Context: an optimization exercise on an open-source flow, tuned for small area and a short achievable clock period. The choices shown serve that exercise and are no tape-out recipe.
Function was checked by simulation only, so behaviour that the tests miss may differ from the original.

## flow/design.v (module list and top-level ports; edited modules follow where they fit)
// module mac_pipe_nxn: 2291 lines
// module mac_fa: 10 lines
// module mac_ha: 9 lines
module mac_pipe_nxn #(
    parameter int unsigned DW    = 32,
    parameter int unsigned LAT   = 3,
    parameter int unsigned GUARD = 8
) (
    input  logic                  i_clk,
    input  logic                  i_rstn,
    input  logic                  i_valid,
    output logic                  o_ready,
    input  logic                  i_multa_ns,
    input  logic                  i_multb_ns,
    input  logic [DW-1:0]         i_multa,
    input  logic [DW-1:0]         i_multb,
    input  logic                  i_acc_en,
    input  logic                  i_acc_clr,
    output logic                  o_valid,
    input  logic                  i_ready,
    output logic [2*DW-1:0]       o_product,
    output logic [2*DW+GUARD-1:0] o_acc,
    output logic                  o_acc_ovf
);
  // ...
==> flow/flow/run.sh <==
#!/bin/bash
# Layout flow: the standard flow (standard.sh runs every ORFS step from synthesis to
# finish) with these settings changed:
#  - the ports are buffered with sky130_fd_sc_hd__buf_1 cells (buffer_ports -buffer_cell);
#  - the timing repair steps aim for 7.1 ns of setup slack (SETUP_SLACK_MARGIN);
#  - clock tree synthesis: -sink_clustering_enable -repair_clock_nets -buf_list sky130_fd_sc_hd__clkbuf_4 -dont_use_dummy_load -sink_clustering_size 10 -sink_clustering_max_diameter 60
# The constraints (clock period, input and output delays, loads) are the standard flow's, unchanged.
# make's output goes to make_finish.log; each ORFS step logs to orfs/logs/.
set -euo pipefail
bash standard.sh "BUFFER_PORTS_ARGS=-buffer_cell sky130_fd_sc_hd__buf_1" "SETUP_SLACK_MARGIN=7.1" \
  "CTS_ARGS=-sink_clustering_enable -repair_clock_nets -buf_list sky130_fd_sc_hd__clkbuf_4 -dont_use_dummy_load -sink_clustering_size 10 -sink_clustering_max_diameter 60" finish > make_finish.log 2>&1
==> flow/standard.sh <==
#!/bin/bash
# synth_recipe.tcl (not shown) runs the flow's synth.tcl, then flattens the netlist and writes it again
# the make line also repeats each setting of config.mk as NAME=value (left out here)
make -C /OpenROAD-flow-scripts/flow DESIGN_CONFIG=/design/flow/config.mk WORK_HOME=/design/flow/orfs CLKGATE_MAP_FILE= SYNTH_SCRIPT=/design/flow/synth_recipe.tcl "${@:-finish}"
==> flow/config.mk <==
export PLATFORM = sky130hd
export DESIGN_NAME = mac_pipe_nxn
export DESIGN_NICKNAME = mac_pipe_nxn
export VERILOG_FILES = /design/flow/design.v
export SDC_FILE = /design/flow/constraint.sdc
export NUM_CORES = 4
export LEC_CHECK = 0
export ABC_AREA = 1
export CAP_MARGIN = 20
export CORE_MARGIN = 2
export CORE_UTILIZATION = 60
export SLEW_MARGIN = 20
export SYNTH_HIERARCHICAL = 1
export SYNTH_MINIMUM_KEEP_SIZE = 0
==> flow/constraint.sdc <==
create_clock -name core_clock -period 12.5 [get_ports {i_clk}]
set_input_delay 2.5000 -clock core_clock [delete_from_list [all_inputs] [get_ports {i_clk}]]
set_output_delay 2.5000 -clock core_clock [all_outputs]
set_load 0.01 [all_outputs]
==> results.txt, run 1 <==
outcome timing/DRC/antenna clean; met1 wire length around 44,000 um; Final Worst Setup Slack 7.097 ns; Final Critical Period 5.403 ns; CP bufs+invs 3; Largest Register o_acc; wire length on met3 11,940 um; die width between 200 and 300 um; Initial Util 0.6038; clock slew seen by the registers of the worst setup and hold paths around 0.10 ns; Area contributors post-synth fa_1 (30%), edfxtp_1 (15%), xor2_1 (14%), dfrtp_1 (9.5%), o22ai_1 (8.6%); Syn. warnings 7; Startpoint Class input pin; Synth Area in Adders 0.3509; DRT iter0 DRCs between 2,000 and 3,000; CP startpoint i_ready; WL/cell approximately 25 um; routed length on met2 ~52,000 um; post-route insts no fill 4,468; post-CTS setup buffers 2; hold worst-path end r2_clr$_DFFE_PP_; post-synthesis mux area share 0.003950; family with the most delay on the worst path buffers and inverters; RR Endpoint r2_c[19]$_DFFE_PP_; total negative slack 0 ns; Most used DFF post-synth edfxtp_1; TritonCTS clock tree done; maximum clock path buffer count 3; largest net degree at the start of global routing 106; via/cell ratio approximately 6.4; Top class by area multi-input combinational cells; Worst setup EP type output pin; pre-CTS setup slack 6.621 ns; post-CTS sizing 72
==> run 2, diff against run 1 <==
==> flow/flow/run.sh (replaced) <==
#!/bin/bash
# Layout flow: the standard flow (standard.sh runs every ORFS step from synthesis to
# finish) with these settings changed:
#  - the ports are buffered with sky130_fd_sc_hd__buf_1 cells (buffer_ports -buffer_cell);
#  - the timing repair steps aim for 7.1 ns of setup slack (SETUP_SLACK_MARGIN);
#  - clock tree synthesis: -sink_clustering_enable -repair_clock_nets -buf_list sky130_fd_sc_hd__clkbuf_4 -dont_use_dummy_load
# The constraints (clock period, input and output delays, loads) are the standard flow's, unchanged.
# make's output goes to make_finish.log; each ORFS step logs to orfs/logs/.
set -euo pipefail
bash standard.sh "BUFFER_PORTS_ARGS=-buffer_cell sky130_fd_sc_hd__buf_1" "SETUP_SLACK_MARGIN=7.1" \
  "CTS_ARGS=-sink_clustering_enable -repair_clock_nets -buf_list sky130_fd_sc_hd__clkbuf_4 -dont_use_dummy_load" finish > make_finish.log 2>&1
--- a/flow/config.mk
+++ b/flow/config.mk
@@ -8,7 +8,7 @@
 export ABC_AREA = 1
 export CAP_MARGIN = 20
 export CORE_MARGIN = 2
-export CORE_UTILIZATION = 60
+export CORE_UTILIZATION = 75
 export SLEW_MARGIN = 20
 export SYNTH_HIERARCHICAL = 1
 export SYNTH_MINIMUM_KEEP_SIZE = 0
==> results.txt, run 2 <==
Hold Violations, Final 0; Relative slew margins 0.2680; Reg2Reg Setup Slack ~7 ns; family with the most delay on the worst path adder cells; CP Depth 12; RSZ-0062 raised after global routing yes; CTS buffer count 85; R2R depth 12; Mapped Area 37,060 um2; first-pass GRT wire length 169,900 um; most frequent cell after synthesis xor2_1; reg2reg start r1_two_n[8]$_DFFE_PP_; most frequent cells in the layout xor2_1 (585), fa_1 (537), o22ai_1 (497); Syn. warnings 7 (unchanged); critical path type register to register; Tcrit/Tclk final 0.4365; Area Growth Syn to Fin 5.716%; GRT Total Usage 0.4386; Area after DPL around 38,000 um2; area leader, netlist fa_1; post-synth cell types 39; Worst-Margin Slew 1.098 ns; # IOs about 210; share of cells above drive strength 1 0.07663; area of the multi-input gates around 26,000 um2; final core occ 0.8020; post-synthesis register bit count about 320; critical hold path startpoint r1_clr$_DFFE_PP_; Area contributors post-synth fa_1 (30%), edfxtp_1 (15%), xor2_1 (14%), dfrtp_1 (9.5%), o22ai_1 (8.6%); via/cell ratio 6.866 (+7.5%); worst endpoint required time 13.05 ns; ys async rst share 0.4389; post-route insts no fill 4,371 (-2.2%); nets@finish 4,490; net count after synthesis 4,473; Post-Route WL around 110,000 um; crit-path max cell delay 0.57 ns; cell mode on critical path fa_1; fillers 3,114; biggest regs o_acc x72, o_product x64, r2_s x64; Core Rows 81; CTS root buf clkbuf_4; Seq. cell area 8879 um2; WL/cell 25.30 um (+0.30%); post-route design area 39,180 um2; Layout Skew approximately 0.087 ns; FMAX between 150 and 200 MHz; CP bufs+invs 1 (-2); Most used DFF post-synth edfxtp_1; core region area around 49,000 um2; Mapped Avg Cell Area around 10 um2; cell count after synthesis 3,691; register area share after synthesis 0.2396; CP startpoint r1_two_n[8]$_DFFE_PP_; critical path data arrival time 6.00 ns; peak fanout along the critical path 33; crit path cell chain buf_6 > o22ai_1 > xor2_1 > fa_1 > fa_1 > fa_1 > fa_1 > fa_1 > fa_1 > fa_1 > ha_1 > fa_1; synth cell count leaders xor2_1 (588), fa_1 (549), o22ai_1 (512); initial antenna violation count 4; Crit-path slowest cell fa_1; Initial Util 0.7586 (+0.1548); max reg flops 72; hold worst-path end r2_clr$_DFFE_PP_; clock slew seen by the registers of the worst setup and hold paths 0.05 ns (-0.05 ns); cts hold-fix bufs 0; hold depth 0; Final Critical Period 5.456 ns (+0.05332 ns); die width 226.3 um (-10%); clock sinks roughly 320; TritonCTS clock tree done; IO Port Bufs 210; DRT iter0 DRCs 4,035 (+45%); most common cell after layout, fill and taps aside xor2_1; residual DRC count 0; max-slew violations 0; number of global-route vias before repair 31,510; top cell type's share of synthesized area 0.2966; DRT Pass-1 Iters 10; Post-synth EDFFs 179; pre-CTS setup slack 6.552 ns (-0.06857 ns); Final Worst Setup Slack 7.044 ns (-0.05332 ns); Placer Congestion 0.9893; final setup fails 0; Max Cap Violations 0; Worst setup EP type register; maximum clock path buffer count 3 (unchanged); Post-DRT Antenna Nets 0; Startpoint Class register; die area 51,200 um2; hold crit path type register to register; Die Y 226.3 um; vias after detailed routing approximately 30,000; HPWL Detailed 70,660 um; worst skew pair latency about 0.86 ns; Placed Cells approximately 4,300; largest net degree at the start of global routing 115 (+8.5%); RR Endpoint r2_s[49]$_DFFE_PP_; Largest Register o_acc; gr ovfl total 0; outcome timing/DRC/antenna clean; H-tree depth 3; total negative slack 0 ns (unchanged)
## run 2: cell counts after synthesis
No cell type changed its count.
## run 2: cell type report
type,instances,area share
Antenna cell,1,0.00006388
Timing Repair Buffer,303,0.04861
Inverter,239,0.02293
Tap cell,664,0.02121
Clock buffer,85,0.01629
Sequential cell,319,0.2266
Multi-Input combinational cell,2760,0.6643
## run 2: stage by stage
step / hold WS (ns)
2_1_floorplan: 0.4003
6_report: 0.4114
4_1_cts: 0.4103
3_5_place_dp: 0.4113
5_1_grt: 0.3993
3_3_place_gp: 0.4053
## run 2: worst max path at each step
stage / end / slack [ns]
global route: o_acc[71]$_DFFE_PN0P_ / 7.04
floorplan: r2_s[39]$_DFFE_PP_ / 7.15
CTS: o_ready / 7.07
global placement: o_ready / 6.59
detailed placement: o_ready / 6.55
finish: r2_s[49]$_DFFE_PP_ / 7.04
## run 2: repair_timing
action | CTS | global route
buffers inserted | 1 | 2
pin swaps | 1 | 6
gates resized for setup | 51 | 114
setup endpoints to repair | 8 | 29
## run 2: routing by layer
metal / wire length (um) / GRT usage / share of wire / up-vias
li1: - / - / - / 12240
met1: 38220 / 0.5519 / 0.35 / 14500
met2: 49820 / 0.6735 / 0.45 / 2558
met3: 15800 / 0.1468 / 0.14 / 708
met4: 6697 / 0.2411 / 0.061 / 4
met5: 33 / 0 / 0.00030 / -
## run 2: cell families (layout without fill, tap and decap cells)
logic type                 after synthesis  after routing  synth area share
AOI/OAI and AO/OA                      700            700            0.1145
xor gates and xnor gates               634            634            0.1498
adders and majority gates              710            710            0.3509
buffers and inverters                  612            627           0.06398
DFF                                    319            319            0.2396
muxes                                   13             13          0.003950
other                                    0              1                 0
and+or+nand+nor                        703            703           0.07722
## run 2: worst register-to-register path, cell delays in order (launching register included)
cell      delay (ns)
edfxtp_1        0.33
buf_6           0.34
o22ai_1         0.18
xor2_1          0.19
fa_1            0.57
fa_1            0.43
fa_1            0.46
fa_1            0.49
fa_1            0.41
fa_1            0.43
fa_1            0.48
ha_1            0.35
fa_1            0.51
## run 2: modules after synthesis (local to each module, per instance)
module,flip-flops and latches,area [um2]
mac_fa,0,20.02
mac_ha,0,12.51
mac_pipe_nxn,319,26020
==> run 3, diff against run 2 <==
--- a/flow/config.mk
+++ b/flow/config.mk
@@ -8,7 +8,7 @@
 export ABC_AREA = 1
 export CAP_MARGIN = 20
 export CORE_MARGIN = 2
-export CORE_UTILIZATION = 75
+export CORE_UTILIZATION = 60
 export SLEW_MARGIN = 20
 export SYNTH_HIERARCHICAL = 1
 export SYNTH_MINIMUM_KEEP_SIZE = 0
==> results.txt, run 3 <==
Area Growth Syn to Fin 7.050%; post-synth cell types 39 (unchanged); gr ovfl total 0 (unchanged); max-slew violations 0 (unchanged); IO Port Bufs 210 (unchanged); CTS root buf clkbuf_4; GRT Total Usage 0.3574 (-0.08122); CP bufs+invs 3 (+2); Post-DRT Antenna Nets 0 (unchanged); RSZ-0062 raised after global routing yes; Startpoint Class input pin; cell count after synthesis 3,691 (unchanged); outcome timing/DRC/antenna clean; residual DRC count 0 (unchanged); TritonCTS clock tree done; max reg flops 72 (unchanged); post-synthesis register bit count 319 (unchanged); cell mode on critical path clkbuf_2; Syn. warnings 7 (unchanged); total negative slack 0 ns (unchanged); top cell type's share of synthesized area 0.2966 (unchanged); Max Cap Violations 0 (unchanged); DRT iter0 DRCs 2,952 (-27%); vias after detailed routing 28,720 (-4.3%); Worst-Margin Slew 0.9684 ns (-0.1295 ns); crit path cell chain clkbuf_2 > nor2_4 > inv_2 > clkbuf_2; critical path type input pin to output pin; Post-synth EDFFs 179 (unchanged); Final Critical Period 5.372 ns (-0.08347 ns); die width 252.5 um (+12%); maximum clock path buffer count 3 (unchanged); Relative slew margins 0.3544 (+0.08635); nets@finish 4,500 (+0.22%); hold crit path type register to register; final setup fails 0 (unchanged); Most used DFF post-synth edfxtp_1; largest net degree at the start of global routing 106 (-7.8%); # IOs 211 (unchanged); Hold Violations, Final 0 (unchanged); clock sinks 319 (unchanged); area leader, netlist fa_1; biggest regs o_acc x72, o_product x64, r2_s x64; Initial Util 0.6038 (-0.1548); fillers 4,956 (+59%); Area contributors post-synth fa_1 (30%), edfxtp_1 (15%), xor2_1 (14%), dfrtp_1 (9.5%), o22ai_1 (8.6%); first-pass GRT wire length 173,600 um (+2.2%); Worst setup EP type output pin; die area 63,770 um2 (+25%); synth cell count leaders xor2_1 (588), fa_1 (549), o22ai_1 (512); WL/cell 25.02 um (-1.1%); initial antenna violation count 6 (+2); Core Rows 91 (+12%); net count after synthesis 4,473 (unchanged); Placer Congestion 0.9204 (-7.0%); number of global-route vias before repair 30,900 (-1.9%); worst skew pair latency 0.85 ns (about the same); CTS buffer count 89 (+4.7%); worst endpoint required time 10.00 ns (-3.05 ns); critical path data arrival time 2.87 ns (-3.13 ns); most frequent cell after synthesis xor2_1; Mapped Area 37,060 um2 (unchanged); register area share after synthesis 0.2396 (unchanged); clock slew seen by the registers of the worst setup and hold paths 0.06 ns (about the same); crit-path max cell delay 0.12 ns (-0.45 ns); FMAX 186.1 MHz (+1.6%); family with the most delay on the worst path buffers and inverters; Post-Route WL 112,900 um (+2.1%); Tcrit/Tclk final 0.4298 (-0.006678); H-tree depth 3 (unchanged); share of cells above drive strength 1 0.08584 (+0.009213); Mapped Avg Cell Area 10.04 um2 (unchanged); most frequent cells in the layout xor2_1 (582), fa_1 (526), o22ai_1 (488); ys async rst share 0.4389 (unchanged); peak fanout along the critical path 4 (-88%); Layout Skew 0.09951 ns (+0.01251 ns); DRT Pass-1 Iters 6 (-4); Largest Register o_acc; HPWL Detailed 72,600 um (+2.8%); via/cell ratio 6.365 (-7.3%); final core occ 0.6464 (-0.1556); Die Y 252.5 um (+12%); core region area 61,370 um2 (+26%); cts hold-fix bufs 0 (unchanged); most common cell after layout, fill and taps aside xor2_1; Crit-path slowest cell clkbuf_2
[run 3: cell count changes in the layout (fill, tap and decap cells not counted), moves of 4 or more]
cell / previous run / this run
clkbuf_4: 86 / 90
o22ai_1: 497 / 488
buf_12: 7 / 13
buf_6: 59 / 44
fa_2: 12 / 23
fa_1: 537 / 526
o22ai_2: 14 / 22
diode_2: 1 / 7
buf_8: 13 / 18
[run 3: logic make-up (layout without fill, tap and decap cells)]
kind of cell | Yosys count | after routing | synth area share
adder cells (fa/ha/maj) | 710 | 710 | 0.3509
AND/OR/NAND/NOR | 703 | 703 | 0.07722
AO/OA/AOI/OAI | 700 | 700 | 0.1145
XOR/XNOR | 634 | 634 | 0.1498
buffers and inverters | 612 | 637 | 0.06398
flip-flops | 319 | 319 | 0.2396
multiplexers | 13 | 13 | 0.003950
other | 0 | 7 | 0
[run 3: routing by layer]
| layer | up-vias | wire length, um | track usage | share of wire |
|---|---|---|---|---|
| met3 | 379 | 12700 | 0.1018 | 0.11 |
| li1 | 12260 | - | - | - |
| met2 | 1839 | 52550 | 0.5636 | 0.47 |
| met1 | 14240 | 43180 | 0.4581 | 0.38 |
| met5 | - | 36 | 0 | 0.00032 |
| met4 | 4 | 4464 | 0.1667 | 0.040 |
[run 3: per-stage QoR]
stage	worst slack, ns	cells	hold WS (ns)	instance area, um2
6_report	7.128	4513	0.3690	39670
5_1_grt	7.048	4511	0.3755	39660
4_1_cts	7.072	4500	0.3619	38990
3_5_place_dp	6.621	4410	0.4110	38080
3_3_place_gp	6.637	4410	0.4072	38080
2_1_floorplan	7.150	3691	0.4003	37060
[run 3: worst reg2reg max path, delay by kind of cell (launching register included)]
family | cells | cell delay (ns)
DFF | 1 | 0.34
AOI/OAI and AO/OA | 1 | 0.20
xor gates and xnor gates | 1 | 0.18
adders and majority gates | 9 | 4.06
buffers and inverters | 1 | 0.34
[run 3: layout make-up]
| type | instances | area [um2] | share of cell area |
|---|---|---|---|
| antenna | 7 | 17.52 | 0.0004416 |
| sequential | 319 | 8879 | 0.2238 |
| tap | 790 | 988.4 | 0.02492 |
| inverter | 239 | 898.4 | 0.02265 |
| timing repair buffer | 309 | 2072 | 0.05223 |
| multi-input combinational | 2760 | 26150 | 0.6591 |
| clock buffer | 89 | 668.1 | 0.01684 |
[run 3: final timing paths]
check,startpoint,end,slack [ns],cells past startpoint
worst min-delay path,r1_en$_DFFE_PP_,r2_en$_DFFE_PP_,0.37,0
worst max-delay path,i_ready,o_ready,7.13,4
worst max register to register,r1_one_n[8]$_DFFE_PP_,r2_s[45]$_DFFE_PP_,7.14,12
max in group asynchronous,i_rstn,o_product[55]$_DFFE_PN0P_,9.03,3
worst min register to register,r1_en$_DFFE_PP_,r2_en$_DFFE_PP_,0.37,0
min in group asynchronous,i_rstn,o_acc[7]$_DFFE_PN0P_,1.68,1
[run 3: timing repair]
item / in CTS / in global routing
endpoints found under the hold margin: 0 / 0
resized for setup: 62 / 156
setup endpoints to repair: 13 / 31
buffers inserted: 1 / 3
pin swaps: 2 / 19
gates cloned: 0 / 3
[run 3: per-module statistics from Yosys (local to each module, per instance)]
| module | times used | flops+latches |
|---|---|---|
| mac_fa | 513 | 0 |
| mac_pipe_nxn | 1 | 319 |
| mac_ha | 61 | 0 |
==> run 4, diff against run 3 <==
--- a/flow/config.mk
+++ b/flow/config.mk
@@ -5,7 +5,7 @@
 export SDC_FILE = /design/flow/constraint.sdc
 export NUM_CORES = 4
 export LEC_CHECK = 0
-export ABC_AREA = 1
+export ABC_CLOCK_PERIOD_IN_PS = 20000
 export CAP_MARGIN = 20
 export CORE_MARGIN = 2
 export CORE_UTILIZATION = 60
==> results.txt, run 4 <==
biggest regs o_acc x72, o_product x64, r2_s x64; GRT Total Usage 0.3672 (+0.009828); critical hold path startpoint r1_clr$_DFFE_PP_; Most used DFF post-synth edfxtp_1; Core Rows 90 (-1.1%); outcome timing/DRC/antenna clean; Final Worst Setup Slack 7.124 ns (-0.003330 ns); critical path type input pin to output pin; DRT Pass-1 Iters 6 (unchanged); clock slew seen by the registers of the worst setup and hold paths 0.06 ns (about the same); hold worst-path end r2_clr$_DFFE_PP_; met3 GRT Util 0.1085 (+0.006781); H-tree depth 3 (unchanged); final setup fails 0 (unchanged); Largest Register o_acc; Hold Violations, Final 0 (unchanged); # IOs 211 (unchanged); Post-synth EDFFs 179 (unchanged); share of cells above drive strength 1 0.09197 (+0.006128); CTS buffer count 89 (unchanged); Placer Congestion 0.9171 (-0.36%); via/cell ratio 6.677 (+4.9%); Final Critical Period 5.376 ns (+0.003330 ns); die width 251.9 um (-0.25%); post-synth cell types 58 (+49%); Placed Cells 4,247 (-3.7%); register area share after synthesis 0.2408 (+0.001228); WL/cell 27.09 um (+8.3%); maximum clock path buffer count 3 (unchanged); FMAX 186.0 MHz (about the same); largest net degree at the start of global routing 103 (-2.8%); Tcrit/Tclk final 0.4301 (about the same); reg2reg start r1_two_n[5]$_DFFE_PP_; CTS root buf clkbuf_4; critical path data arrival time 2.88 ns (about the same); initial antenna violation count 2 (-4); RSZ-0062 raised after global routing yes; Worst-Margin Slew 1.060 ns (+0.09125 ns); post-route design area 40,250 um2 (+1.5%); peak fanout along the critical path 2 (-2); total negative slack 0 ns (unchanged); Area contributors post-synth fa_1 (30%), edfxtp_1 (15%), xor2_1 (14%), dfrtp_1 (9.5%), o22ai_1 (8.7%); hold depth 0 (unchanged); Area Growth Syn to Fin 9.183%; HPWL Detailed 71,710 um (-1.2%); RR Endpoint r2_s[43]$_DFFE_PP_; area leader, netlist fa_1; Reg2Reg Setup Slack 7.14 ns (about the same); max reg flops 72 (unchanged); most common cell after layout, fill and taps aside xor2_1; Initial Util 0.6086 (+0.004725); Max Cap Violations 0 (unchanged); die area 63,450 um2 (-0.50%); GR peak layer met2; Layout Skew 0.1403 ns (+0.04084 ns); core region area 60,580 um2 (-1.3%); Worst setup EP type output pin; ys async rst share 0.4389 (unchanged); first-pass GRT wire length 177,600 um (+2.3%); TritonCTS clock tree done; residual DRC count 0 (unchanged); number of global-route vias before repair 30,710 (-0.61%); Syn. warnings 7 (unchanged); post-route insts no fill 4,374 (-3.1%); cell count after synthesis 3,540 (-4.1%); top cell type's share of synthesized area 0.2981 (+0.001520); Mapped Avg Cell Area 10.41 um2 (+3.7%); synth cell count leaders xor2_1 (589), fa_1 (549), o22ai_1 (513); Post-Route WL 118,500 um (+4.9%); Startpoint Class input pin; R2R depth 14 (+2); grt met1 use 0.4798 (+0.02166); clock sinks 319 (unchanged); vias after detailed routing 29,210 (+1.7%); post-synthesis register bit count 319 (unchanged); Relative slew margins 0.2935 (-0.06084); max-slew violations 0 (unchanged); gr ovfl total 0 (unchanged); IO Port Bufs 210 (unchanged); DRT iter0 DRCs 3,613 (+22%); net count after synthesis 4,322 (-3.4%); met2 Track Usage GR 0.5666 (+0.003035); nets@finish 4,372 (-2.8%); final core occ 0.6644 (+0.01804); worst skew pair latency 0.85 ns (about the same); pre-CTS setup slack 6.320 ns (-0.3012 ns); Die Y 251.9 um (-0.25%); hold crit path type register to register; most frequent cell after synthesis xor2_1; Hold Worst Slack 0.3506 ns (-0.01843 ns); worst endpoint required time 10.00 ns (about the same); most frequent cells in the layout xor2_1 (583), fa_1 (515), o22ai_1 (488); Mapped Area 36,870 um2 (-0.51%); Area after DPL 37,930 um2 (-0.39%); Post-DRT Antenna Nets 0 (unchanged); cts hold-fix bufs 0 (unchanged)
run 4: how the worst max path moves through the flow:
stage,startpoint,end,cells after the start
detailed placement,r2_s[14]$_DFFE_PP_,o_acc[71]$_DFFE_PN0P_,26
global route,r1_a_n[27]$_DFFE_PP_,r2_s[39]$_DFFE_PP_,13
global placement,r2_s[14]$_DFFE_PP_,o_acc_ovf$_DFFE_PN0P_,26
floorplan,r1_neg[7]$_DFFE_PP_,r2_s[39]$_DFFE_PP_,13
CTS,r2_s[11]$_DFFE_PP_,o_acc[71]$_DFFE_PN0P_,26
finish,i_ready,o_ready,4
run 4: what timing repair did:
action                                  4_1_cts  5_1_grt
hold endpoints to repair                      0        0
gates resized for setup                     141      152
pin swaps                                     6       27
endpoints found under the setup margin       36       41
buffers inserted                              4       18
gates cloned                                  1       11
run 4: final cells by class:
| type | instances | area, um2 |
|---|---|---|
| repair buffers | 333 | 2604 |
| diodes | 4 | 10.01 |
| well taps | 782 | 978.4 |
| fillers | 4834 | 20330 |
| inverters | 98 | 374.1 |
| flip-flops and latches | 319 | 8879 |
| clock buffers | 89 | 668.1 |
| multi-input cells | 2749 | 26740 |
run 4: cells by family after synthesis:
kind of cell,after synthesis,synth area share
buffers and inverters,472,0.04806
muxes,4,0.001222
and+or+nand+nor,658,0.07982
DFF,319,0.2408
adders and majority gates,710,0.3527
AOI/OAI and AO/OA,725,0.1224
xor gates and xnor gates,652,0.1549
run 4: modules after synthesis (local to each module, per instance):
module	copies in the design	cells inside	area (um2)
mac_pipe_nxn	1	2966	25830
mac_fa	513	1	20.02
mac_ha	61	1	12.51
run 4: critical path, stage by stage:
cell	delay (ns)
buf_6	0.10
nor2b_4	0.13
inv_4	0.04
buf_6	0.11
run 4: metal layers:
metal | vias up | share of wire
met5 | - | 0
met4 | 0 | 0.050
met3 | 522 | 0.12
met2 | 2142 | 0.45
met1 | 14490 | 0.38
li1 | 12050 | -

==> separate check: timing with driven ports <==
How much do the figures lean on ideal ports? The routed layouts below were timed once more, with nothing changed but the port constraints.
Step 1 sets driving cells, clkbuf_16 on the clock port and buf_2 on the other inputs (assumed; they add their load-dependent delay and slew).
Step 2 moves the port delays by t, midway between the first and last clock arrival at a register: inputs arrive t later, outputs are due t later. That takes back most of the time a late clock gives input paths.
Slacks: no drivers / after step 1 / after step 2; pairs: no drivers / after step 1.
| run | t (ns) | setup slack, ns | hold WS [ns] |
|---|---|---|---|
| run 1 | 0.835 | 7.097 / 7.061 / 7.061 | 0.419 / 0.419 / 0.419 |
| run 2 | 0.871 | 7.044 / 7.044 / 7.044 | 0.411 / 0.411 / 0.411 |
| run 3 | 0.853 | 7.128 / 7.103 / 7.103 | 0.369 / 0.369 / 0.369 |
| run 4 | 0.836 | 7.124 / 7.092 / 7.092 | 0.351 / 0.351 / 0.351 |
After both steps every run listed still meets setup and hold. For run 1, which loses most, drivers alone change the setup slack by -0.036 ns; drivers and shift together by -0.036 ns.
